Background: an optimization exercise with open tools, aiming at small area, a short achievable clock period and few clock cycles per item. Do not read the settings as production practice. In this exercise RTL edits were held to simulation tests only and were not proved equivalent to the original. Power and IR drop assume default switching activity.

// small_set_membership_table
module small_set_membership_table #(
  parameter int unsigned CAPACITY   = ssmt_pkg::DEF_CAPACITY,
  parameter int unsigned ELEM_WIDTH = ssmt_pkg::DEF_ELEM_WIDTH
) (
  input  wire logic                          clk_i,
  input  wire logic                          rst_ni,
  input  wire logic                          start_i,
  output logic                               busy_o,
  input  wire logic [ssmt_pkg::OP_W-1:0]     op_i,
  input  wire logic [ssmt_pkg::VALUE_W-1:0]  value_i,
  output logic                               valid_o,
  output logic                               was_member_o,
  output logic [ssmt_pkg::COUNT_W-1:0]       count_o,
  output logic                               empty_res_o,
  output logic                               full_res_o,
  output logic                               rejected_o
);
==> module small_set_membership_table, before the edit <==
module small_set_membership_table #(
  parameter int unsigned CAPACITY   = ssmt_pkg::DEF_CAPACITY,
  parameter int unsigned ELEM_WIDTH = ssmt_pkg::DEF_ELEM_WIDTH
) (
  input  wire logic                          clk_i,
  input  wire logic                          rst_ni,
  input  wire logic                          start_i,
  output logic                               busy_o,
  input  wire logic [ssmt_pkg::OP_W-1:0]     op_i,
  input  wire logic [ssmt_pkg::VALUE_W-1:0]  value_i,
  output logic                               valid_o,
  output logic                               was_member_o,
  output logic [ssmt_pkg::COUNT_W-1:0]       count_o,
  output logic                               empty_res_o,
  output logic                               full_res_o,
  output logic                               rejected_o
);
  localparam int unsigned CNT_W = $clog2(CAPACITY + 1);
  logic                      x_vld_q;
  logic [ssmt_pkg::OP_W-1:0] x_op_q;
  logic [ELEM_WIDTH-1:0]     x_val_q;
  logic                      y_vld_q;
  logic [ssmt_pkg::OP_W-1:0] y_op_q;
  logic [ELEM_WIDTH-1:0]     y_val_q;
  logic [CAPACITY-1:0]       y_raw_q;        
  logic [CAPACITY-1:0]       y_wslot_q;      
  logic                      y_weq_q;        
  logic                      y_same_q;       
  logic                      u_vld_q;
  logic [ssmt_pkg::OP_W-1:0] u_op_q;
  logic [ELEM_WIDTH-1:0]     u_val_q;
  logic [CAPACITY-1:0]       u_match_q, u_match_d;
  logic                      u_pre_q;        
  logic                      u_same_q;       
  logic                      u_post_q;       
  logic                    init_q;
  logic [CAPACITY-1:0]     valid_q, valid_d;
  logic [CNT_W-1:0]        count_q, count_d;
  logic                    full_now;         
  logic [CAPACITY-1:0]     free;             
  logic [CAPACITY-1:0]     raw_match;
  logic                    valid_res_q;
  logic                    was_q, empty_q, full_res_q, rej_q;
  logic [ssmt_pkg::COUNT_W-1:0] cnt_res_q;
  assign busy_o = 1'b0;
  function automatic logic [CAPACITY-1:0] lowest_free(input logic [CAPACITY-1:0] used);
    logic seen;
    seen = 1'b0;
    for (int i = 0; i < CAPACITY; i++) begin
      lowest_free[i] = !used[i] && !seen;
      seen           = seen || !used[i];
    end
  endfunction
  assign free = lowest_free(valid_q);
  always_ff @(posedge clk_i or negedge rst_ni) begin
    if (!rst_ni) begin
      x_vld_q <= 1'b0;
    end else begin
      x_vld_q <= start_i;
    end
  end
  always_ff @(posedge clk_i) begin
    x_op_q  <= op_i;
    x_val_q <= ELEM_WIDTH'(value_i);
  end
  for (genvar i = 0; i < CAPACITY; i++) begin : g_cell
    ssmt_cell #(
      .ELEM_WIDTH(ELEM_WIDTH)
    ) u_cell (
      .clk_i  (clk_i),
      .we_i   (free[i]),
      .wdata_i(u_val_q),
      .cmp_i  (x_val_q),
      .match_o(raw_match[i])
    );
  end
  always_ff @(posedge clk_i or negedge rst_ni) begin
    if (!rst_ni) begin
      y_vld_q <= 1'b0;
    end else begin
      y_vld_q <= x_vld_q;
    end
  end
  always_ff @(posedge clk_i) begin
    y_op_q    <= x_op_q;
    y_val_q   <= x_val_q;
    y_raw_q   <= raw_match;
    y_wslot_q <= free;
    y_weq_q   <= x_val_q == u_val_q;
    y_same_q  <= (x_val_q == y_val_q) && y_vld_q;
  end
  logic [CAPACITY-1:0] y_match;    
  assign y_match   = (y_wslot_q & {CAPACITY{y_weq_q}}) | (~y_wslot_q & y_raw_q);
  assign u_match_d = (free & {CAPACITY{y_same_q}}) | (~free & y_match);
  always_ff @(posedge clk_i or negedge rst_ni) begin
    if (!rst_ni) begin
      u_vld_q <= 1'b0;
    end else begin
      u_vld_q <= y_vld_q;
    end
  end
  always_ff @(posedge clk_i) begin
    u_op_q    <= y_op_q;
    u_val_q   <= y_val_q;
    u_match_q <= u_match_d;
    u_pre_q   <= |(y_match & valid_q) && !(u_vld_q && (u_op_q == ssmt_pkg::OP_CLEAR));
    u_same_q  <= y_same_q;
  end
  logic [CAPACITY-1:0] hit;
  logic                member;
  logic                is_ins, is_del, is_qry, is_clr;
  logic                rej_d;
  logic                empty_set;
  logic                ins_ok;
  logic                del_ok;
  logic                post_d;
  assign is_ins   = u_vld_q && (u_op_q == ssmt_pkg::OP_INSERT);
  assign is_del   = u_vld_q && (u_op_q == ssmt_pkg::OP_DELETE);
  assign is_qry   = u_vld_q && (u_op_q == ssmt_pkg::OP_QUERY);
  assign is_clr   = u_vld_q && (u_op_q == ssmt_pkg::OP_CLEAR);
  assign empty_set = is_clr || !init_q;
  assign full_now   = count_q[CNT_W-1];
  assign hit      = u_match_q & valid_q;
  assign member   = u_same_q ? u_post_q : u_pre_q;
  assign ins_ok   = is_ins && !full_now && !member;
  assign del_ok   = is_del && member;
  assign rej_d    = is_ins && full_now && !member;
  assign post_d   = (is_ins && !(full_now && !member)) || (is_qry && member);
  logic [CNT_W-1:0]    cnt_inc, cnt_dec;
  logic                empty_d, full_d;
  assign cnt_inc  = count_q + CNT_W'(1);
  assign cnt_dec  = count_q - CNT_W'(1);
  always_comb begin
    valid_d = valid_q;
    count_d = count_q;
    empty_d = count_q == '0;
    full_d  = full_now;
    if (empty_set) begin
      valid_d = '0;
      count_d = '0;
      empty_d = 1'b1;
      full_d  = 1'b0;
    end else if (ins_ok) begin
      valid_d = valid_q | free;
      count_d = cnt_inc;
      empty_d = 1'b0;
      full_d  = count_q == CNT_W'(CAPACITY - 1);
    end else if (del_ok) begin
      valid_d = valid_q & ~hit;
      count_d = cnt_dec;
      empty_d = count_q == CNT_W'(1);
      full_d  = 1'b0;
    end
  end
  always_ff @(posedge clk_i or negedge rst_ni) begin
    if (!rst_ni) begin
      init_q      <= 1'b0;
      valid_res_q <= 1'b0;
    end else begin
      init_q      <= 1'b1;
      valid_res_q <= u_vld_q;
    end
  end
  always_ff @(posedge clk_i) begin
    valid_q <= valid_d;
    count_q <= count_d;
  end
  always_ff @(posedge clk_i) begin
    u_post_q <= post_d;
  end
  always_ff @(posedge clk_i) begin
    was_q      <= member;
    cnt_res_q  <= ssmt_pkg::COUNT_W'(count_d);
    empty_q    <= empty_d;
    full_res_q <= full_d;
    rej_q      <= rej_d;
  end
  assign valid_o      = valid_res_q;
  assign was_member_o = was_q;
  assign count_o      = cnt_res_q;
  assign empty_res_o  = empty_q;
  assign full_res_o   = full_res_q;
  assign rejected_o   = rej_q;
endmodule
clock: 4.0 ns
lec_check: 0
cap_margin: 20
core_margin: 2
core_utilization: 40
cts_cluster_diameter: 100
cts_cluster_size: 24
setup_slack_margin: 2.15
slew_margin: 20
run.sh (not shown) runs the stock make flow with config.mk's settings and CLKGATE_MAP_FILE= SYNTH_SCRIPT=/design/flow/synth_recipe.tcl, a recipe that flattens the netlist after the stock synthesis.
Testbench counts at the start, summed over its fixed seeds: cycles 32,032, items 32,000.
Next try:
--- a/flow/design.v
+++ b/flow/design.v
@@ -75,8 +75,8 @@
   logic                    init_q;
   logic [CAPACITY-1:0]     valid_q, valid_d;
   logic [CNT_W-1:0]        count_q, count_d;
-  logic                    full_now;         
-  logic [CAPACITY-1:0]     free;             
+  logic                    full_q;           
+  logic [CAPACITY-1:0]     free_q, free_d;   
   logic [CAPACITY-1:0]     raw_match;
   logic                    valid_res_q;
   logic                    was_q, empty_q, full_res_q, rej_q;
@@ -90,7 +90,6 @@
       seen           = seen || !used[i];
     end
   endfunction
-  assign free = lowest_free(valid_q);
   always_ff @(posedge clk_i or negedge rst_ni) begin
     if (!rst_ni) begin
       x_vld_q <= 1'b0;
@@ -107,7 +106,7 @@
       .ELEM_WIDTH(ELEM_WIDTH)
     ) u_cell (
       .clk_i  (clk_i),
-      .we_i   (free[i]),
+      .we_i   (free_q[i]),
       .wdata_i(u_val_q),
       .cmp_i  (x_val_q),
       .match_o(raw_match[i])
@@ -124,13 +123,13 @@
     y_op_q    <= x_op_q;
     y_val_q   <= x_val_q;
     y_raw_q   <= raw_match;
-    y_wslot_q <= free;
+    y_wslot_q <= free_q;
     y_weq_q   <= x_val_q == u_val_q;
     y_same_q  <= (x_val_q == y_val_q) && y_vld_q;
   end
   logic [CAPACITY-1:0] y_match;    
   assign y_match   = (y_wslot_q & {CAPACITY{y_weq_q}}) | (~y_wslot_q & y_raw_q);
-  assign u_match_d = (free & {CAPACITY{y_same_q}}) | (~free & y_match);
+  assign u_match_d = (free_q & {CAPACITY{y_same_q}}) | (~free_q & y_match);
   always_ff @(posedge clk_i or negedge rst_ni) begin
     if (!rst_ni) begin
       u_vld_q <= 1'b0;
@@ -158,35 +157,41 @@
   assign is_qry   = u_vld_q && (u_op_q == ssmt_pkg::OP_QUERY);
   assign is_clr   = u_vld_q && (u_op_q == ssmt_pkg::OP_CLEAR);
   assign empty_set = is_clr || !init_q;
-  assign full_now   = count_q[CNT_W-1];
   assign hit      = u_match_q & valid_q;
   assign member   = u_same_q ? u_post_q : u_pre_q;
-  assign ins_ok   = is_ins && !full_now && !member;
+  assign ins_ok   = is_ins && !full_q && !member;
   assign del_ok   = is_del && member;
-  assign rej_d    = is_ins && full_now && !member;
-  assign post_d   = (is_ins && !(full_now && !member)) || (is_qry && member);
+  assign rej_d    = is_ins && full_q && !member;
+  assign post_d   = (is_ins && !(full_q && !member)) || (is_qry && member);
   logic [CNT_W-1:0]    cnt_inc, cnt_dec;
+  logic [CAPACITY-1:0] free_ins, free_del;
   logic                empty_d, full_d;
   assign cnt_inc  = count_q + CNT_W'(1);
   assign cnt_dec  = count_q - CNT_W'(1);
+  assign free_ins = lowest_free(valid_q | free_q);
+  assign free_del = lowest_free(valid_q & ~hit);
   always_comb begin
     valid_d = valid_q;
     count_d = count_q;
+    free_d  = free_q;
     empty_d = count_q == '0;
-    full_d  = full_now;
+    full_d  = full_q;
     if (empty_set) begin
       valid_d = '0;
       count_d = '0;
+      free_d  = CAPACITY'(1);
       empty_d = 1'b1;
       full_d  = 1'b0;
     end else if (ins_ok) begin
-      valid_d = valid_q | free;
+      valid_d = valid_q | free_q;
       count_d = cnt_inc;
+      free_d  = free_ins;
       empty_d = 1'b0;
       full_d  = count_q == CNT_W'(CAPACITY - 1);
     end else if (del_ok) begin
       valid_d = valid_q & ~hit;
       count_d = cnt_dec;
+      free_d  = free_del;
       empty_d = count_q == CNT_W'(1);
       full_d  = 1'b0;
     end
@@ -203,6 +208,8 @@
   always_ff @(posedge clk_i) begin
     valid_q <= valid_d;
     count_q <= count_d;
+    full_q  <= full_d;
+    free_q  <= free_d;
   end
   always_ff @(posedge clk_i) begin
     u_post_q <= post_d;
=> Wire length increases by 7.0%. Register-to-register slack stays flat. Global-route usage grows by 0.26 points. Combinational power went up by 34%. Non-clock buffer count rises by 5. Setup slack improves by 0.014 ns.
Testbench counts after the change, summed over its fixed seeds: cycles 32,032, items 32,000.

==> re-timing with driven ports <==
The flow's constraints put no driver on any port. The routed layouts listed below were extracted and timed again, unchanged, in two steps.
Step 1 assumes that a clkbuf_16 drives the clock port and a buf_2 every other input.
Step 2 times the ports against the registers' clock, not the clock port: input delays grow and output delays shrink by t, the midpoint of the rising clock arrivals with the driver on.
Three values: ideal ports, drivers, drivers and shift; two values: the first two.
run | t, ns | setup WS [ns] | clock arrival spread, ns
the first run | 0.583 | 2.150 / 2.098 / 2.204 | 0.029 / 0.029
the second run | 0.575 | 2.164 / 2.110 / 2.211 | 0.030 / 0.031
After both steps setup and hold are still met in every run listed.
